Context: an optimization exercise on an open-source flow, tuned for small area, a short achievable clock period and few clock cycles per item. The choices shown serve that exercise and are no tape-out recipe. Only simulation tests tie the RTL to the original design; equivalence was not proved.

xenon:
==> flow/design.v (excerpt) <==
module pid_heading_speed_controller
(
    input  logic                 clk,
    input  logic                 rst_n,
    input  logic                 cfg_we,
    input  logic [phsc_pkg::CFG_IDX_W-1:0] cfg_index,
    input  logic [phsc_pkg::DATA_W-1:0]    cfg_data,
    input  logic                 s_axis_tvalid,
    output logic                 s_axis_tready,
    input  logic [2*phsc_pkg::DATA_W-1:0]  s_axis_tdata,    
    output logic                 m_axis_tvalid,
    input  logic                 m_axis_tready,
    output logic [2*phsc_pkg::DATA_W-1:0]  m_axis_tdata     
);
    logic signed [31:0] i_gain_reg;
    logic [30:0]        head_thr_reg, dist_thr_reg;
    logic [15:0] kp_one, kp_two, kp_neg;
    logic [15:0] kd_one, kd_two, kd_neg;
    logic [15:0] kf_one, kf_two, kf_neg;
    logic [15:0] rt_one, rt_two, rt_neg;
    logic [8:0]  dt_one, dt_two, dt_neg;
    logic [15:0] w_one, w_two, w_neg;      
  ...
Size: about 170 I/O pins, roughly 0.18 mm² of cells after synthesis.
export LEC_CHECK = 0
export CAP_MARGIN = 20
export CORE_MARGIN = 2
export CORE_UTILIZATION = 40
export CTS_CLUSTER_DIAMETER = 100
export CTS_CLUSTER_SIZE = 24
export PLACE_DENSITY = 0.6
export SLEW_MARGIN = 20
create_clock -name core_clock -period 11.0 [get_ports {clk}]
standard.sh (not shown) runs the stock make flow with config.mk's settings and CLKGATE_MAP_FILE= SYNTH_SCRIPT=/design/flow/synth_recipe.tcl, a recipe that flattens the netlist after the stock synthesis.
==> flow/flow/run.sh <==
#!/bin/bash
# standard layout, with timing repair aiming below the clock period (setup margin in ns)
set -euo pipefail
MARGIN=$(cat flow/margin.txt)
bash standard.sh SETUP_SLACK_MARGIN=$MARGIN finish > flow_make.log 2>&1
==> flow/flow/margin.txt <==
6
xenon went all the way through synthesis, placement and routing and the layout is clean on timing, DRC and antenna.
Testbench counts of xenon, summed over its fixed seeds: cycles 4,856, items 4,800.
#### Input delta (zinc over xenon)
# xenon
export LEC_CHECK = 0
export CAP_MARGIN = 20
export CORE_MARGIN = 2
export CORE_UTILIZATION = 40
export CTS_CLUSTER_DIAMETER = 100
export CTS_CLUSTER_SIZE = 24
export PLACE_DENSITY = 0.6
export SLEW_MARGIN = 20
create_clock -name core_clock -period 11.0 [get_ports {clk}]
# zinc
export LEC_CHECK = 0
export CAP_MARGIN = 20
export CORE_MARGIN = 2
export CORE_UTILIZATION = 40
export CTS_CLUSTER_DIAMETER = 100
export CTS_CLUSTER_SIZE = 30
export PLACE_DENSITY = 0.6
export SETUP_SLACK_MARGIN = 5
export SLEW_MARGIN = 20
create_clock -name core_clock -period 11.0 [get_ports {clk}]
==> flow/run.sh (new file) <==
#!/bin/bash
# synth_recipe.tcl (not shown) runs the flow's synth.tcl, then flattens the netlist and writes it again
# the make line also repeats each setting of config.mk as NAME=value (left out here)
make -C /OpenROAD-flow-scripts/flow DESIGN_CONFIG=/design/flow/config.mk WORK_HOME=/design/flow/orfs CLKGATE_MAP_FILE= SYNTH_SCRIPT=/design/flow/synth_recipe.tcl finish
removed: flow/flow/run.sh
removed: flow/flow/margin.txt
removed: flow/standard.sh
### Flow results
zinc against xenon: area of placed instances barely changed; final count of pins violating max slew barely changed; final wirelength dropped 0.89%; total of clock buffers placed in the layout dropped about 16%.
> inputs changed (zinc -> lagoon)
# zinc
export LEC_CHECK = 0
export CAP_MARGIN = 20
export CORE_MARGIN = 2
export CORE_UTILIZATION = 40
export CTS_CLUSTER_DIAMETER = 100
export CTS_CLUSTER_SIZE = 30
export PLACE_DENSITY = 0.6
export SETUP_SLACK_MARGIN = 5
export SLEW_MARGIN = 20
create_clock -name core_clock -period 11.0 [get_ports {clk}]
# lagoon
export LEC_CHECK = 0
export CAP_MARGIN = 20
export CORE_MARGIN = 2
export CORE_UTILIZATION = 40
export CTS_CLUSTER_DIAMETER = 100
export CTS_CLUSTER_SIZE = 24
export PLACE_DENSITY = 0.6
export SLEW_MARGIN = 20
create_clock -name core_clock -period 11.0 [get_ports {clk}]
==> flow/flow/run.sh (new file) <==
#!/bin/bash
# standard layout, with timing repair aiming below the clock period (setup margin in ns)
set -euo pipefail
MARGIN=$(cat flow/margin.txt)
bash standard.sh SETUP_SLACK_MARGIN=$MARGIN finish > flow_make.log 2>&1
==> flow/flow/margin.txt (new file) <==
6.5
==> flow/standard.sh (new file) <==
#!/bin/bash
# synth_recipe.tcl (not shown) runs the flow's synth.tcl, then flattens the netlist and writes it again
# the make line also repeats each setting of config.mk as NAME=value (left out here)
make -C /OpenROAD-flow-scripts/flow DESIGN_CONFIG=/design/flow/config.mk WORK_HOME=/design/flow/orfs CLKGATE_MAP_FILE= SYNTH_SCRIPT=/design/flow/synth_recipe.tcl "${@:-finish}"
removed: flow/run.sh
## What came out
A cell with the biggest individual delay on the critical path of dfrtp_1 is what zinc shows, while a21oi_4 belongs to lagoon. lagoon against zinc: wire length of the first global-routing pass moved up, sequential share of layout area decreased by 0.94 points relative to the old numbers. When lagoon is set beside zinc, its total number of vias turns out to be 3530 larger. Per the comparison of lagoon with zinc, maximum frequency now sits higher; antenna cell count stayed essentially flat; core utilization of the finished layout up 1.9 points. Re routed wire length: lagoon and zinc aren't equal, and the lower value belongs to zinc. Most frequent standard cell in the layout excluding fill and tap cells: a22oi_1 -> zinc, inv_1 -> lagoon.

Setup of run A:
Another version of the RTL of pid_heading_speed_controller (not shown whole).
Size in the first run: ~17000 cells after synthesis, about 1600 flip-flops, ~170 I/O pins, roughly 180000 µm² of cells after synthesis.
## pid_heading_speed_controller
module pid_heading_speed_controller
(
    input  logic                 clk,
    input  logic                 rst_n,
    input  logic                 cfg_we,
    input  logic [phsc_pkg::CFG_IDX_W-1:0] cfg_index,
    input  logic [phsc_pkg::DATA_W-1:0]    cfg_data,
    input  logic                 s_axis_tvalid,
    output logic                 s_axis_tready,
    input  logic [2*phsc_pkg::DATA_W-1:0]  s_axis_tdata,    
    output logic                 m_axis_tvalid,
    input  logic                 m_axis_tready,
    output logic [2*phsc_pkg::DATA_W-1:0]  m_axis_tdata     
);
    logic signed [31:0] i_gain_reg;
    logic [30:0]        head_thr_reg, dist_thr_reg;
    logic [15:0] kp_one, kp_two, kp_neg;
    logic [15:0] kd_one, kd_two, kd_neg;
    logic [15:0] kf_one, kf_two, kf_neg;
    logic [15:0] rt_one, rt_two, rt_neg;
    logic [8:0]  dt_one, dt_two, dt_neg;
    logic [15:0] w_one, w_two, w_neg;      
    logic [15:0] wr_one, wr_two, wr_neg;   
  ...
clock: 11.0 ns
lec_check: 0
cap_margin: 20
core_margin: 2
core_utilization: 40
cts_cluster_diameter: 100
cts_cluster_size: 24
place_density: 0.68
slew_margin: 20
==> flow/flow/run.sh <==
#!/bin/bash
# standard layout, with timing repair aiming below the clock period (setup margin in ns)
set -euo pipefail
MARGIN=$(cat flow/margin.txt)
bash standard.sh SETUP_SLACK_MARGIN=$MARGIN finish > flow_make.log 2>&1
==> flow/flow/margin.txt <==
6.5
Testbench counts of run A, summed over its fixed seeds: cycles 4,856, items 4,800.
Input-level comparison between run B and run A:
Settings: changing PLACE_DENSITY from 0.68 to 0.65; changing CORE_UTILIZATION from 40 to 50.
Findings:
- Setup WNS run A -> run B: better
- Design area ended up 0.55% lower on run B than on run A.
- From run A to run B the numbers moved as follows: cell count of the worst reg-to-reg path now sits at about the same level; sequential share of cell area increased 0.17 points; final weighted congestion of routability-driven global placement closely matched the old numbers.
What run C does differently from run B at the input level:
Settings: PLACE_DENSITY: 0.65 -> 0.6; CORE_UTILIZATION: 50 -> 40.
## What came out
- Compared with run B, run C shows a global router's overall resource usage that is 5.4 points lower.
- Run C drops more vias than run B.
- Compared to run B, run C shows a narrower setup margin.
- Between run C and run B, it is run C whose area overhead of the layout relative to synthesis is higher, by 0.67 points.
- From run B to run C the numbers moved as follows: count of routing violations after the opening detailed-route iteration now smaller; met3 wire length grew by about 1.5%; amount of wire on met2 after detailed routing shows an increase of 4.0%; first-pass detailed-route iteration total now larger.
- Diff run B -> run C | cell count | increase of 1192
- From run B to run C the numbers moved as follows: clock network area share neither gained nor lost much.

== run 2 ==
pid_heading_speed_controller, a different RTL version from the one above (not shown whole).
Size in the first run: roughly 19,000 cells after synthesis, ~170 I/O pins, ~0.18 mm2 of cells after synthesis.
Settings: LEC_CHECK=0, CAP_MARGIN=20, CORE_MARGIN=2, CORE_UTILIZATION=40, PLACE_DENSITY=0.6, SETUP_SLACK_MARGIN=5, SLEW_MARGIN=20; clock period 11.0 ns.
run.sh (not shown) runs the stock make flow with config.mk's settings and CLKGATE_MAP_FILE= SYNTH_SCRIPT=/design/flow/synth_recipe.tcl, a recipe that flattens the netlist after the stock synthesis.
Stock flow here: none of the scripts above is used.
Run 2 ended with every stage complete and zero timing, DRC or antenna violations.
Testbench counts of run 2, summed over its fixed seeds: cycles 4,856, items 4,800.
#### Input delta (run 1 over run 2)
- setting CTS_CLUSTER_SIZE to 30 for the first time
- setting CTS_CLUSTER_DIAMETER to 100 for the first time
==> comparison <==
Per the final summary, run 1 finished and its layout is clean on timing, DRC and antenna. On layout sequential cell count, run 1 and run 2 are neck and neck. [run 1 vs run 2] fraction of the cycle the final worst path needs: higher in run 1. The higher routed wire length of run 1 and run 2 is in run 2. When run 1 is set beside run 2, its detailed-route wire length per cell turns out to be about 0.36% larger.

separate check: timing with driven ports:
The flow's constraints put no driver on any port. The routed layouts listed below were extracted and timed again, unchanged, in two steps.
Step 1, drivers: a clkbuf_16 drives clk and a buf_2 each remaining input, both assumed.
Step 2 times the ports against the registers' clock, not the clock port: input delays grow and output delays shrink by t, the midpoint of the rising clock arrivals with the driver on.
a / b / c = no drivers / after step 1 / after step 2; a / b = the first two.
| run | shift t [ns] | slack for setup (ns) | worst register clock-pin slew, ns | worst slew at a driven data input, ns |
|---|---|---|---|---|
| xenon | 1.006 | 6.062 / 6.062 / 6.062 | 0.11 / 0.11 | 0.35 |
| zinc | 1.016 | 5.641 / 5.641 / 5.641 | 0.12 / 0.12 | 0.20 |
| lagoon | 1.050 | 6.275 / 6.275 / 5.961 | 0.11 / 0.11 | 0.32 |
| run A | 1.020 | 6.486 / 6.486 / 6.251 | 0.11 / 0.11 | 0.31 |
| run B | 1.028 | 6.491 / 6.491 / 5.972 | 0.11 / 0.11 | 0.08 |
| run C | 1.039 | 6.453 / 6.453 / 5.656 | 0.11 / 0.11 | 0.32 |
| run 2 | 1.020 | 5.473 / 5.473 / 5.473 | 0.07 / 0.07 | 0.09 |
| run 1 | 1.046 | 5.405 / 5.405 / 5.405 | 0.12 / 0.12 | 0.08 |
After both steps every run listed still meets setup and hold. For run C, which loses most, drivers alone change the setup slack by 0.000 ns; drivers and shift together by -0.797 ns.
